This is an optimization exercise on Yosys and OpenROAD, whose aim is small area, not a production implementation. Where RTL was checked, it was by simulation tests only, not by an equivalence proof against the original. No functional check of the RTL was part of run 1. Power and IR drop assume default switching activity.

**design/flow/design.v**
```verilog
module record_store (
    input  logic                      clk,
    input  logic                      rst,
    input  logic                      wr_en,
    input  logic [3:0]                wr_slot,
    input  logic [(4 + 17 + 16*8)-1:0]         wr_data,
    output logic [9*(4 + 17 + 16*8)-1:0] mem,      
    output logic [9:1]     written
);
    logic [9:1] wsel;
    always_comb begin
        for (int i = 1; i <= 9; i++) begin
            wsel[i] = wr_en && (wr_slot == 4'(i));
        end
    end
    always_ff @(posedge clk or posedge rst) begin
        if (rst) begin
            written <= '0;
        end else begin
            written <= written | wsel;
        end
    end
    always_ff @(posedge clk) begin
        for (int i = 1; i <= 9; i++) begin
            if (wsel[i]) begin
                mem[(i-1)*(4 + 17 + 16*8) +: (4 + 17 + 16*8)] <= wr_data;
            end
        end
    end
endmodule
module history_nav (
    input  logic       clk,
    input  logic       rst,
    input  logic [3:0] keys,
    output logic [3:0] cursor,
    output logic       page_state
);
    logic [3:0] keys_q;
    logic [3:0] keys_qq;
    logic [3:0] press;
    assign press = keys_q & ~keys_qq;
    always_ff @(posedge clk or posedge rst) begin
        if (rst) begin
            keys_q     <= '0;
            keys_qq    <= '0;
            cursor     <= 4'd1;
            page_state <= 1'b0;
        end else begin
            keys_q  <= keys;
            keys_qq <= keys_q;
            case (press)
                4'b1000: begin
                    if (page_state == 1'b0) begin
                        cursor <= (cursor == 4'd1) ? 4'd9 : cursor - 4'd1;
                    end
                end
                4'b0100: begin
                    if (page_state == 1'b0) begin
                        cursor <= (cursor == 4'd9) ? 4'd1 : cursor + 4'd1;
                    end
                end
                4'b0010: page_state <= 1'b1;
                4'b0001: page_state <= 1'b0;
                default: ;
            endcase
        end
    end
endmodule
module history_row_fmt (
    input  logic                  clk,
    input  logic                  rst,
    input  logic [3:0]            cursor,
    input  logic [16:0]           score_in,   
    output logic [9:1] slot_oh,    
    output logic                  snap,
    output logic                  bcd_we,
    output logic [19:0]           bcd,
    output logic                  flag_we,
    output logic                  hidden,
    output logic [4:0]            phase_n,    
    output logic [3:0]            slot_n      
);
    logic [4:0]  phase;
    logic [3:0]  slot;
    logic [4:0]  blink_cnt;
    logic [17:0] bin;
    logic [19:0] bcd_step;
    assign snap    = (phase == 5'd0);
    assign bcd_we  = (phase == 5'd10);
    assign flag_we = (phase == 5'd20);
    assign phase_n = (phase >= 5'd20) ? 5'd0 : phase + 5'd1;
    assign slot_n  = (phase >= 5'd20) ? ((slot == 4'd9) ? 4'd1 : slot + 4'd1) : slot;
    always_comb begin
        logic [19:0] b;
        b = bcd;
        for (int k = 0; k < 2; k++) begin
            for (int d = 0; d < 5; d++) begin
                case (b[d*4 +: 4])
                    4'd5:    b[d*4 +: 4] = 4'd8;
                    4'd6:    b[d*4 +: 4] = 4'd9;
                    4'd7:    b[d*4 +: 4] = 4'd10;
                    4'd8:    b[d*4 +: 4] = 4'd11;
                    4'd9:    b[d*4 +: 4] = 4'd12;
                    4'd10:   b[d*4 +: 4] = 4'd13;
                    4'd11:   b[d*4 +: 4] = 4'd14;
                    4'd12:   b[d*4 +: 4] = 4'd15;
                    4'd13:   b[d*4 +: 4] = 4'd0;
                    4'd14:   b[d*4 +: 4] = 4'd1;
                    4'd15:   b[d*4 +: 4] = 4'd2;
                    default: ;
                endcase
            end
            b = {b[18:0], bin[17-k]};
        end
        bcd_step = b;
    end
    always_ff @(posedge clk or posedge rst) begin
        if (rst) begin
            phase     <= 5'd21;
            slot_oh   <= {1'b1, {(9-1){1'b0}}};
            slot      <= 4'd9;
            blink_cnt <= '0;
            hidden    <= 1'b0;
        end else begin
            blink_cnt <= blink_cnt + 5'd1;
            phase     <= phase_n;
            slot      <= slot_n;
            if (phase >= 5'd20) begin
                slot_oh <= {slot_oh[9-1:1], slot_oh[9]};
            end
            if (phase == 5'd19) begin
                hidden <= (slot == cursor) & blink_cnt[4];
            end
        end
    end
    always_ff @(posedge clk) begin
        bin <= snap ? {1'b0, score_in} : {bin[15:0], 2'b00};
        bcd <= snap ? 20'd0 : bcd_step;
    end
endmodule
module line_buffer #(
    parameter int W = 152
) (
    input  logic                      clk,
    input  logic                      rst,
    input  logic [9:1]     slot_oh,
    input  logic                      snap,
    input  logic [9*(4 + 17 + 16*8)-1:0] rec,
    input  logic [9:1]     rec_ok,
    input  logic                      bcd_we,
    input  logic [19:0]               bcd_in,
    input  logic                      flag_we,
    input  logic                      hidden,
    input  logic [4:0]                phase_n,
    input  logic [3:0]                slot_n,
    input  logic [3:0]                rd_slot,
    output logic [16:0]               score_cap,
    output logic [32*8-1:0]   rd_row
);
    localparam int NAME_BITS = 16*8;
    localparam int N         = 10;
    logic [W-1:0]          ring [0:N-1];
    logic [(4 + 17 + 16*8)-1:0]     cap;
    logic [9:1] valid;
    logic [9:1] hide;
    logic                  rd_ok;
    logic [4:0]            rd_d0;
    logic [3:0]            rd_d;
    logic [4:0]            rd_p0;
    logic [3:0]            rd_pos;
    logic [N-1:0]          sel_q;
    logic                  vld_q;
    logic [3:0]            dig_q;
    logic [W-1:0]          row;
    logic [3:0]            user;
    logic [19:0]           bcd;
    logic [NAME_BITS-1:0]  name;
    logic [NAME_BITS-1:0]  name_txt;
    logic [39:0]           score_txt;
    always_comb begin
        cap = '0;
        for (int i = 1; i <= 9; i++) begin
            cap = cap | ({(4 + 17 + 16*8){slot_oh[i] & rec_ok[i]}} & rec[(i-1)*(4 + 17 + 16*8) +: (4 + 17 + 16*8)]);
        end
    end
    assign score_cap = cap[NAME_BITS +: 17];
    always_ff @(posedge clk or posedge rst) begin
        if (rst) begin
            valid <= '0;
        end else if (flag_we) begin
            valid <= valid | slot_oh;
        end
    end
    always_ff @(posedge clk) begin
        for (int i = 1; i <= 9; i++) begin
            if (flag_we && slot_oh[i]) begin
                hide[i] <= hidden;
            end
        end
        ring[0][W-1 -: 4]          <= snap ? cap[(4 + 17 + 16*8)-1 -: 4] : ring[N-1][W-1 -: 4];
        ring[0][NAME_BITS +: 20]   <= bcd_we ? bcd_in : ring[N-1][NAME_BITS +: 20];
        ring[0][NAME_BITS-1:0]     <= snap ? cap[NAME_BITS-1:0] : ring[N-1][NAME_BITS-1:0];
        for (int j = 1; j < N; j++) begin
            ring[j] <= ring[j-1];
        end
    end
    assign rd_ok  = (((rd_slot) >= 4'd1) && ((rd_slot) <= 4'd9)) && valid[rd_slot];
    assign rd_d0  = 5'(slot_n) + 5'd18 - 5'(rd_slot) - 5'd1 - ((phase_n == 5'd0) ? 5'd1 : 5'd0);
    assign rd_d   = (rd_d0 >= 5'd18) ? 4'(rd_d0 - 5'd18) : (rd_d0 >= 5'd9) ? 4'(rd_d0 - 5'd9) : 4'(rd_d0);
    assign rd_p0  = ((phase_n == 5'd0) ? 5'd1 : phase_n) + 5'(rd_d);
    assign rd_pos = (rd_p0 >= 5'd20) ? 4'(rd_p0 - 5'd20) : (rd_p0 >= 5'd10) ? 4'(rd_p0 - 5'd10) : 4'(rd_p0);
    always_ff @(posedge clk) begin
        for (int j = 0; j < N; j++) begin
            sel_q[j] <= rd_ok && (rd_pos == 4'(j));
        end
        vld_q <= rd_ok;
        dig_q <= (rd_ok && !hide[rd_slot]) ? rd_slot : 4'd0;
    end
    always_comb begin
        row = '0;
        for (int j = 0; j < N; j++) begin
            row = row | ({W{sel_q[j]}} & ring[j]);
        end
    end
    assign user = row[W-1 -: 4];
    assign bcd  = row[NAME_BITS +: 20];
    assign name = row[NAME_BITS-1:0];
    always_comb begin
        for (int i = 0; i < 16; i++) begin
            name_txt[i*8 +: 8] = (name[i*8 +: 8] == 8'h00) ? 8'h20 : name[i*8 +: 8];
        end
    end
    always_comb begin
        logic lead;
        lead = 1'b1;
        for (int d = 4; d >= 1; d--) begin
            if (lead && bcd[d*4 +: 4] == 4'd0) begin
                score_txt[d*8 +: 8] = 8'h20;
            end else begin
                lead                = 1'b0;
                score_txt[d*8 +: 8] = 8'h30 + {4'h0, bcd[d*4 +: 4]};
            end
        end
        score_txt[7:0] = {3'b001, vld_q, bcd[3:0]};
    end
    assign rd_row = {8'h20,
                     {3'b001, (dig_q != 4'd0), dig_q},
                     vld_q ? 8'h7c : 8'h20,
                     vld_q ? "User" : {4{8'h20}},
                     {3'b001, vld_q, user},
                     8'h20,
                     vld_q ? 8'h7c : 8'h20,
                     name_txt,
                     vld_q ? 8'h7c : 8'h20,
                     score_txt};
endmodule
module score_history_top (
    input  logic                    clk,
    input  logic                    rst,
    input  logic [3:0]              keys,
    input  logic                    rec_we,
    input  logic [3:0]              rec_slot,
    input  logic [(4 + 17 + 16*8)-1:0]       rec_data,
    input  logic [3:0]              rd_slot,
    output logic [32*8-1:0] rd_row,
    output logic [3:0]              cursor,
    output logic                    page_state
);
    localparam int W = 4 + 20 + 16*8;
    logic [9*(4 + 17 + 16*8)-1:0] mem;
    logic [9:1] written;
    logic [9:1] slot_oh;
    logic                  snap;
    logic                  bcd_we;
    logic [19:0]           bcd;
    logic                  flag_we;
    logic                  hidden;
    logic [4:0]            phase_n;
    logic [3:0]            slot_n;
    logic [16:0]           score_cap;
    record_store u_store (
        .clk     (clk),
        .rst     (rst),
        .wr_en   (rec_we),
        .wr_slot (rec_slot),
        .wr_data (rec_data),
        .mem     (mem),
        .written (written)
    );
    history_nav u_nav (
        .clk        (clk),
        .rst        (rst),
        .keys       (keys),
        .cursor     (cursor),
        .page_state (page_state)
    );
    history_row_fmt u_fmt (
        .clk      (clk),
        .rst      (rst),
        .cursor   (cursor),
        .score_in (score_cap),
        .slot_oh  (slot_oh),
        .snap     (snap),
        .bcd_we   (bcd_we),
        .bcd      (bcd),
        .flag_we  (flag_we),
        .hidden   (hidden),
        .phase_n  (phase_n),
        .slot_n   (slot_n)
    );
    line_buffer #(.W(W)) u_buf (
        .clk       (clk),
        .rst       (rst),
        .slot_oh   (slot_oh),
        .snap      (snap),
        .rec       (mem),
        .rec_ok    (written),
        .bcd_we    (bcd_we),
        .bcd_in    (bcd),
        .flag_we   (flag_we),
        .hidden    (hidden),
        .phase_n   (phase_n),
        .slot_n    (slot_n),
        .rd_slot   (rd_slot),
        .score_cap (score_cap),
        .rd_row    (rd_row)
    );
endmodule
```
**design/flow/run.sh**
```bash
#!/bin/bash
# synth_recipe.tcl (not shown) runs the flow's synth.tcl, then flattens the netlist and writes it again
# the make line also repeats each setting of config.mk as NAME=value (left out here)
make -C /OpenROAD-flow-scripts/flow DESIGN_CONFIG=/design/flow/config.mk WORK_HOME=/design/flow/orfs CLKGATE_MAP_FILE= SYNTH_SCRIPT=/design/flow/synth_recipe.tcl finish
```
**design/flow/config.mk**
```make
export PLATFORM = sky130hd
export DESIGN_NAME = score_history_top
export DESIGN_NICKNAME = score_history_top
export VERILOG_FILES = /design/flow/design.v
export SDC_FILE = /design/flow/constraint.sdc
export NUM_CORES = 4
export LEC_CHECK = 0
export CAP_MARGIN = 20
export CORE_MARGIN = 2
export CORE_UTILIZATION = 40
export CTS_BUF_LIST = sky130_fd_sc_hd__clkbuf_4
export SLEW_MARGIN = 20
```
**design/flow/constraint.sdc**
```tcl
create_clock -name core_clock -period 8.0 [get_ports {clk}]
set_input_delay 1.6000 -clock core_clock [delete_from_list [all_inputs] [get_ports {clk}]]
set_output_delay 1.6000 -clock core_clock [all_outputs]
set_load 0.01 [all_outputs]
```
==> impl_metrics.toml, run 1 <==
[timing]
maxSlewHeadroom_pct = 4.73
fin_crit_sh_pct = 91.6
final_hold_viol_count = 0
tightest_slew_ns = 1.41
fin_ws_ns = 0.675
period_needed_ns = 7.32
max_freq_ghz = 0.137
fin_worst_skew_ns = 0.141
drv_slew = 0
setup_viol = 0

[layout]
fillers = 20521
area_growth_syn_to_layout_pct = 16.9
stdcell_area_um2 = 110000
utilization_pct = 46.9
nets = 7139
final_layout_size_suffix_gt1_share_pct = 17.6

[synth]
synth_cells = 6155
synth_flop_cell = "dfxtp_1"
yosysMostFrequentCell = "dfxtp_1"
synth_area_leaders = "edfxtp_1, dfxtp_1, a22oi_1"
synth_edf_count = 1350
ys_ff_latch = 2978
synth_seq_area_share_pct = 78.0
yosys.area.top_type = "edfxtp_1"
yosysTopAreaCellShare_pct = 43.1
synth.avg_cell_area_um2 = 15.3
netlist_top_cells_count = "dfxtp_1, edfxtp_1, a22oi_1, nand2_1, clkbuf_1"
synth.distinct_cells = 75
syn-cell-area_um2 = 94100
async_reset_ff_share_pct = 1.85
ys_warn_count = 5

[power]
ir_drop_v = 0.000134
total_power_uw = 28800
leakage_uw = 0.0392
powerDensity_nw_per_um2 = 262

[worst_setup_path]
cp-start-kind = "register"
cpPeakStageDelay_ns = 0.61
critPathCaptureType = "register"
worstPathArrival_ns = 8.55
required_ns = 9.23
cpLargestDelayFamily = "adder cells"
cp_common_cell = "ha_1"
rrSetupSlack_ns = 0.68
worst_path_max_delay_cell = "or4b_2"
path_buf_inv = 3
crit_type = "register to register"
critPathMaxFanout = 6

[route]
routedWlPerCell_um = 26.1
top_layer_used = "met5"
met3_length_um = 27500
vias = 59008
via_per_inst = 5.57
wl_met2_um = 123000
drtIter0Drc = 5748
wirelength_um = 277000
routedLengthMet1_um = 120000
route.detailed.drc = 0
first_pass_iters = 8
final_antenna_net_count = 0

[global_route]
grt_pass1_vias = 59828
grt-ovfl-total = 0
grt_use_total_pct = 22.7
grt_max_degree = 143
antenna_found_initial = 88
grt_pass1_wl_um = 400000

[floorplan]
initial_utilization_pct = 40.1
core_area_um2 = 235000
die_x_um = 489
fp-row-count = 178
die_area_um2 = 239000
die_h_um = 489
io-pin-count = 425

[min_path]
hold_class = "register to register"

[place]
dp_hpwl_um = 158000
pre_cts_ws_ns = 0.334
routabilityCongestion = 0.809
portBuffers = 358
dpl-instance-area_um2 = 101000

[cts]
cts_root_buffer = "clkbuf_4"
cts_buffers = 737
cts_buffer_depth = 4
postCtsSetupBuffers = 0
htreeDepth = 6
cts_tree = "done"
numClockSinks = 2978
clk_latency_ns = 1.45
clk_pin_slew_worst_paths_ns = 0.07

[outcome]
status = "complete, no violations"

[run]
cap_violations = 0
-- stage by stage --
stage / instances / hold WS (ns) / TNS [ns]
finish: 10603 / 0.275 / 0
CTS: 10563 / 0.270 / 0
floorplan: 6219 / 0.331 / -435.23
global placement: 9350 / 0.332 / 0
global route: 10577 / 0.273 / -0.00222
detailed placement: 9351 / 0.336 / 0
-- repair_timing --
item	4_1_cts	5_1_grt
endpoints found under the setup margin	0	6
hold buffers	0	0
resized for setup	0	1
-- path summary, 6_finish.rpt --
kind,endpoint,cells after the start,startpoint
worst max register to register,u_buf.sel_q[4],26,u_fmt.phase[0]
worst min-delay path,u_buf.ring[9][16],0,u_buf.ring[8][16]
worst max-delay path,u_buf.sel_q[4],26,u_fmt.phase[0]
max in group asynchronous,u_buf.valid[9],3,rst
worst min register to register,u_buf.ring[9][16],0,u_buf.ring[8][16]
min in group asynchronous,u_nav.page_state,3,rst
-- per-layer routing --
metal  up-vias  track usage (%)
li1      25940                -
met1     29889             31.3
met2      2615             34.2
met3       486             7.12
met4        78             6.98
met5         -                0
-- flip-flops by register name, indices dropped and copies added (netlist names), 5 cells and up --
signal / flops
u_fmt.blink_cnt: 5
u_buf.sel_q: 10
u_fmt.bin: 18
u_fmt.phase: 5
u_fmt.bcd: 20
u_fmt.slot_oh: 9
u_buf.hide: 9
u_store.mem: 1341
u_buf.ring: 1520
u_store.written: 9
u_buf.valid: 9
-- cells in the final DEF (no fill, tap or decap), drive strengths merged, types with 7 or more instances in the layout --
cell,synthesis,layout
nor3,37,37
a211oi,7,7
xor2,14,14
a21oi,39,39
nand2,382,382
a221oi,165,165
and2,24,24
bufinv,0,11
ha,30,30
clkinv,0,127
dfxtp,1573,1573
nor2b,12,12
a21o,7,7
or2,21,21
dfrtp,48,48
o21ai,182,182
nand2b,13,13
nor2,38,38
clkdlybuf4s50,0,358
mux2,22,22
diode,0,38
clkbuf,341,1058
nand3,164,164
conb,2,66
buf,143,110
dfstp,7,7
inv,38,52
a31oi,21,21
a222oi,149,149
nor4,32,32
a22oi,772,772
edfxtp,1350,1350
a22o,272,272
nand3b,8,8
xnor2,21,21
mux2i,8,8
nand4,155,155
-- worst reg2reg max path, stage by stage (launching register included) --
cell and delay, ns:
dfstp_2 0.55, inv_1 0.08, ha_1 0.33, or4b_2 0.61
a31oi_1 0.23, ha_1 0.18, inv_1 0.05, fa_1 0.45
ha_1 0.23, fa_1 0.57, inv_1 0.09, ha_1 0.26
a21boi_0 0.17, a21o_1 0.21, a21boi_0 0.26, xnor2_1 0.16
mux2i_1 0.11, ha_1 0.39, and3_1 0.22, or3_4 0.38
and2_1 0.22, ha_1 0.19, nor3b_1 0.17, a31o_1 0.24
mux2i_1 0.29, xor2_1 0.44, nor4_1 0.12
-- kinds of logic (layout without fill, tap and decap cells) --
kind of cell / count (synthesis) / in the layout / synth area share (%)
other: 2 / 104 / 0.00798
adder cells (fa/ha/maj): 33 / 33 / 0.463
multiplexers: 34 / 34 / 0.448
buffers and inverters: 522 / 1718 / 2.48
XOR/XNOR: 35 / 35 / 0.354
AND/OR/NAND/NOR: 902 / 902 / 4.66
AO/OA/AOI/OAI: 1649 / 1649 / 13.6
flip-flops: 2978 / 2978 / 78.0
-- report_power, final --
part	total (µW)	leakage (µW)	internal, µW	switching [µW]
Clock	12100	0.00531	6370	5770
Sequential	16100	0.0255	16100	63.3
Combinational	523	0.00835	197	326
Total	28800	0.0392	22600	6160
-- layout make-up --
cell class | instances | area, µm² | share of cell area [%]
diodes | 38 | 95.1 | 0.0865
clock buffers | 1058 | 7940 | 7.22
clock inverters | 154 | 908 | 0.826
inverters | 38 | 143 | 0.130
multi-input cells | 2719 | 18700 | 17.0
flip-flops and latches | 2978 | 73500 | 66.8
well taps | 3150 | 3940 | 3.58
repair buffers | 468 | 4730 | 4.30
==> run 2: changes to the inputs <==
--- a/design/flow/design.v
+++ b/design/flow/design.v
@@ -97,16 +97,3 @@
             for (int d = 0; d < 5; d++) begin
-                case (b[d*4 +: 4])
-                    4'd5:    b[d*4 +: 4] = 4'd8;
-                    4'd6:    b[d*4 +: 4] = 4'd9;
-                    4'd7:    b[d*4 +: 4] = 4'd10;
-                    4'd8:    b[d*4 +: 4] = 4'd11;
-                    4'd9:    b[d*4 +: 4] = 4'd12;
-                    4'd10:   b[d*4 +: 4] = 4'd13;
-                    4'd11:   b[d*4 +: 4] = 4'd14;
-                    4'd12:   b[d*4 +: 4] = 4'd15;
-                    4'd13:   b[d*4 +: 4] = 4'd0;
-                    4'd14:   b[d*4 +: 4] = 4'd1;
-                    4'd15:   b[d*4 +: 4] = 4'd2;
-                    default: ;
-                endcase
+                if (b[d*4 +: 4] >= 4'd5) b[d*4 +: 4] = b[d*4 +: 4] + 4'd3;
             end
--- a/design/flow/config.mk
+++ b/design/flow/config.mk
@@ -10,3 +10,2 @@
 export CORE_UTILIZATION = 40
-export CTS_BUF_LIST = sky130_fd_sc_hd__clkbuf_4
 export SLEW_MARGIN = 20
==> run 2 against run 1 <==
Net effect: setup slack got worse by 0.028 ns; combinational power is 4.0% higher; critical path type unchanged; fmax is 0.38% lower; critical path depth decreased by 1; flip-flop and latch count stayed put; critical endpoint is now u_buf.sel_q[8]; design area up 0.88%; count of clock-buffer cells in the layout down 603; clock skew shrank 0.073 ns; worst hold slack better by 0.012 ns; routed wire length shrank 0.73%; utilization is 0.42 points higher; largest power group unchanged.
==> impl_metrics.toml, run 2 <==
[outcome]
status = "complete, no violations"

[worst_setup_path]
path_buf_inv = 3
worst_path_max_delay_cell = "or4b_2"
critPathCaptureType = "register"
cp_common_cell = "ha_1"
required_ns = 8.76
cp-start-kind = "register"
cp.depth = 25
worstPathArrival_ns = 8.11
critPathMaxFanout = 5
cpPeakStageDelay_ns = 0.63
crit_type = "register to register"
ff2ff_path_depth = 25
cpLargestDelayFamily = "adder cells"

[timing]
rsz0062_at_grt = "false"
fin_worst_skew_ns = 0.0681
tightest_slew_ns = 1.36
drv_slew = 0
fin_crit_sh_pct = 91.9
fin_ws_ns = 0.647
setup_viol = 0
final_hold_viol_count = 0
max_freq_ghz = 0.136
finalSetupTns_ns = 0
period_needed_ns = 7.35
maxSlewHeadroom_pct = 8.56
whs_ns = 0.287

[route]
top_layer_used = "met5"
route.detailed.drc = 0
via_per_inst = 5.63
wl_met2_um = 125000
met3_length_um = 24600
final_antenna_net_count = 0
vias = 55693
routedLengthMet1_um = 119000
wirelength_um = 275000
first_pass_iters = 6
drtIter0Drc = 5875
routedWlPerCell_um = 27.8

[cts]
post_cts_resized = 0
cts_root_buffer = "clkbuf_16"
cts_buffers = 313
clk_pin_slew_worst_paths_ns = 0.06
postCtsSetupBuffers = 0
cts-hold-fix-buffers = 0
cts_tree = "done"
cts_buffer_depth = 4
htreeDepth = 5
numClockSinks = 2978
clk_latency_ns = 0.94

[synth]
ys_warn_count = 5
synth.avg_cell_area_um2 = 15.4
ys_ff_latch = 2978
async_reset_ff_share_pct = 1.85
synth_cells = 6118
yosysMostFrequentCell = "dfxtp_1"
yosys.area.top_type = "edfxtp_1"
synth_area_leaders = "edfxtp_1, dfxtp_1, a22oi_1"
syn-cell-area_um2 = 94100
yosysTopAreaCellShare_pct = 43.1
synth_seq_area_share_pct = 78.0
synth.distinct_cells = 76
synth_flop_cell = "dfxtp_1"
netlist_top_cells_count = "dfxtp_1, edfxtp_1, a22oi_1, nand2_1, clkbuf_1"
synth_edf_count = 1350

[floorplan]
io-pin-count = 425
die_h_um = 489
core_area_um2 = 235000
die_x_um = 489
fp-row-count = 178
die_area_um2 = 239000
initial_utilization_pct = 40.1

[global_route]
grt-ovfl-total = 0
grt_use_total_pct = 22.5
grt_max_degree = 123
antenna_found_initial = 77
grt_pass1_wl_um = 393000
grt_pass1_vias = 54929

[layout]
fillers = 20059
instances_no_fill = 9889
layout_commonest_cell = "dfxtp_1"
seq_area_um2 = 73500
largest_reg_flops = 1520
stdcell_area_um2 = 111000
multi_input_area_um2 = 18800
top_register = "u_buf.ring"
biggestRegsByFlops = "u_buf.ring (1520), u_store.mem (1341), u_fmt.bcd (20)"
area_growth_syn_to_layout_pct = 17.9
nets = 6736
final_cell_mix = "dfxtp_1, edfxtp_1, a22oi_1, nand2_1, clkdlybuf4s50_1"
final_layout_size_suffix_gt1_share_pct = 9.84

[place]
dpl-instance-area_um2 = 101000
portBuffers = 358
routabilityCongestion = 0.799
dp_cells = 9352
pre_cts_ws_ns = 0.483
dp_hpwl_um = 163000

[min_path]
holdPathStages = 0
hold_class = "register to register"

[run]
cap_violations = 0

[power]
leakage_uw = 0.0391
powerDensity_nw_per_um2 = 275
ir_drop_v = 0.000222
==> run 2: logic make-up after synthesis <==
logic type / count (synthesis) / synth area share [%]
buf+inv: 511 / 2.44
xor+xnor: 34 / 0.352
simple gates: 899 / 4.65
fa+ha+maj: 53 / 0.729
flops: 2978 / 78.0
mux: 44 / 0.572
other cells: 2 / 0.00798
compound gates: 1597 / 13.2
==> run 2: path summary, 6_finish.rpt <==
kind	start	slack [ns]	endpoint
min in group asynchronous	rst	1.22	u_nav.keys_qq[1]
hold / removal	u_buf.ring[6][104]	0.29	u_buf.ring[7][104]
max in group asynchronous	rst	6.31	u_nav.cursor[3]
setup / recovery	u_fmt.phase[0]	0.65	u_buf.sel_q[8]
hold reg to reg	u_buf.ring[6][104]	0.29	u_buf.ring[7][104]
setup reg to reg	u_fmt.phase[0]	0.65	u_buf.sel_q[8]
==> run 2: per-layer routing <==
metal	vias up	global-route usage, %
met5	-	0
met4	78	5.59
met3	448	5.27
met2	2230	35.1
met1	28447	31.6
li1	24490	-
==> run 2: power by group <==
part           leakage, µW  switching, µW  internal, µW  total, µW
Sequential          0.0255           61.1         16100      16100
Clock              0.00480           5650          8190      13800
Combinational      0.00882            341           203        544
Total               0.0391           6050         24500      30500
==> run 2: final cells by class <==
type | count | area share, %
sequential | 2978 | 66.2
clock inverter | 70 | 0.571
multi-input combinational | 2693 | 16.9
timing repair buffer | 484 | 4.34
clock buffer | 455 | 8.23
tap | 3150 | 3.55
antenna | 10 | 0.0226
inverter | 49 | 0.166
==> run 2: worst register-to-register path, stage by stage, from the launching register on <==
cell and delay, ns:
dfstp_2 0.55, inv_1 0.08, ha_1 0.33, or4b_2 0.63, a31oi_1 0.27, ha_1 0.21
inv_1 0.06, fa_1 0.43, ha_1 0.23, fa_1 0.53, inv_1 0.15, ha_1 0.25
a21boi_0 0.35, a21o_1 0.18, a21boi_0 0.10, xnor2_1 0.18, mux2i_1 0.22, ha_1 0.33
and3_1 0.23, or3_4 0.38, and2_1 0.22, ha_1 0.22, a32o_2 0.29, nor3_1 0.35
a311oi_2 0.10, a2111oi_2 0.34
==> run 2: stage by stage <==
stage,total power [µW],util [%]
after floorplan,16700,-
after global placement,17000,43.1
after detailed placement,17000,43.1
after CTS,30700,47.3
after global routing,31400,47.3
final,30500,47.3

afterwards: timing with drivers on the ports:
In the flow no input, the clock included, has a driving cell. The finished layouts below were timed again as built, in two steps.
Step 1 assumes that a clkbuf_16 drives the clock port and a buf_2 every other input.
Step 2 adds t to the input delays and takes it off the output delays; t is the mean of the earliest and latest rising clock arrival at the registers after step 1. Input paths then give back, and output paths get back, about the clock's delay inside the block.
a / b / c = ideal / step 1 / step 2; a / b = the first two.
run	t (ns)	slack for setup (ns)	pins driven straight from the clock port
run 1	1.469	0.675 / 0.675 / 0.333	1
run 2	0.997	0.647 / 0.647 / 0.427	1
After both steps every run listed still meets setup and hold. The setup slack of run 1, which loses most, moves by 0.000 ns with the drivers and by -0.342 ns with both steps.
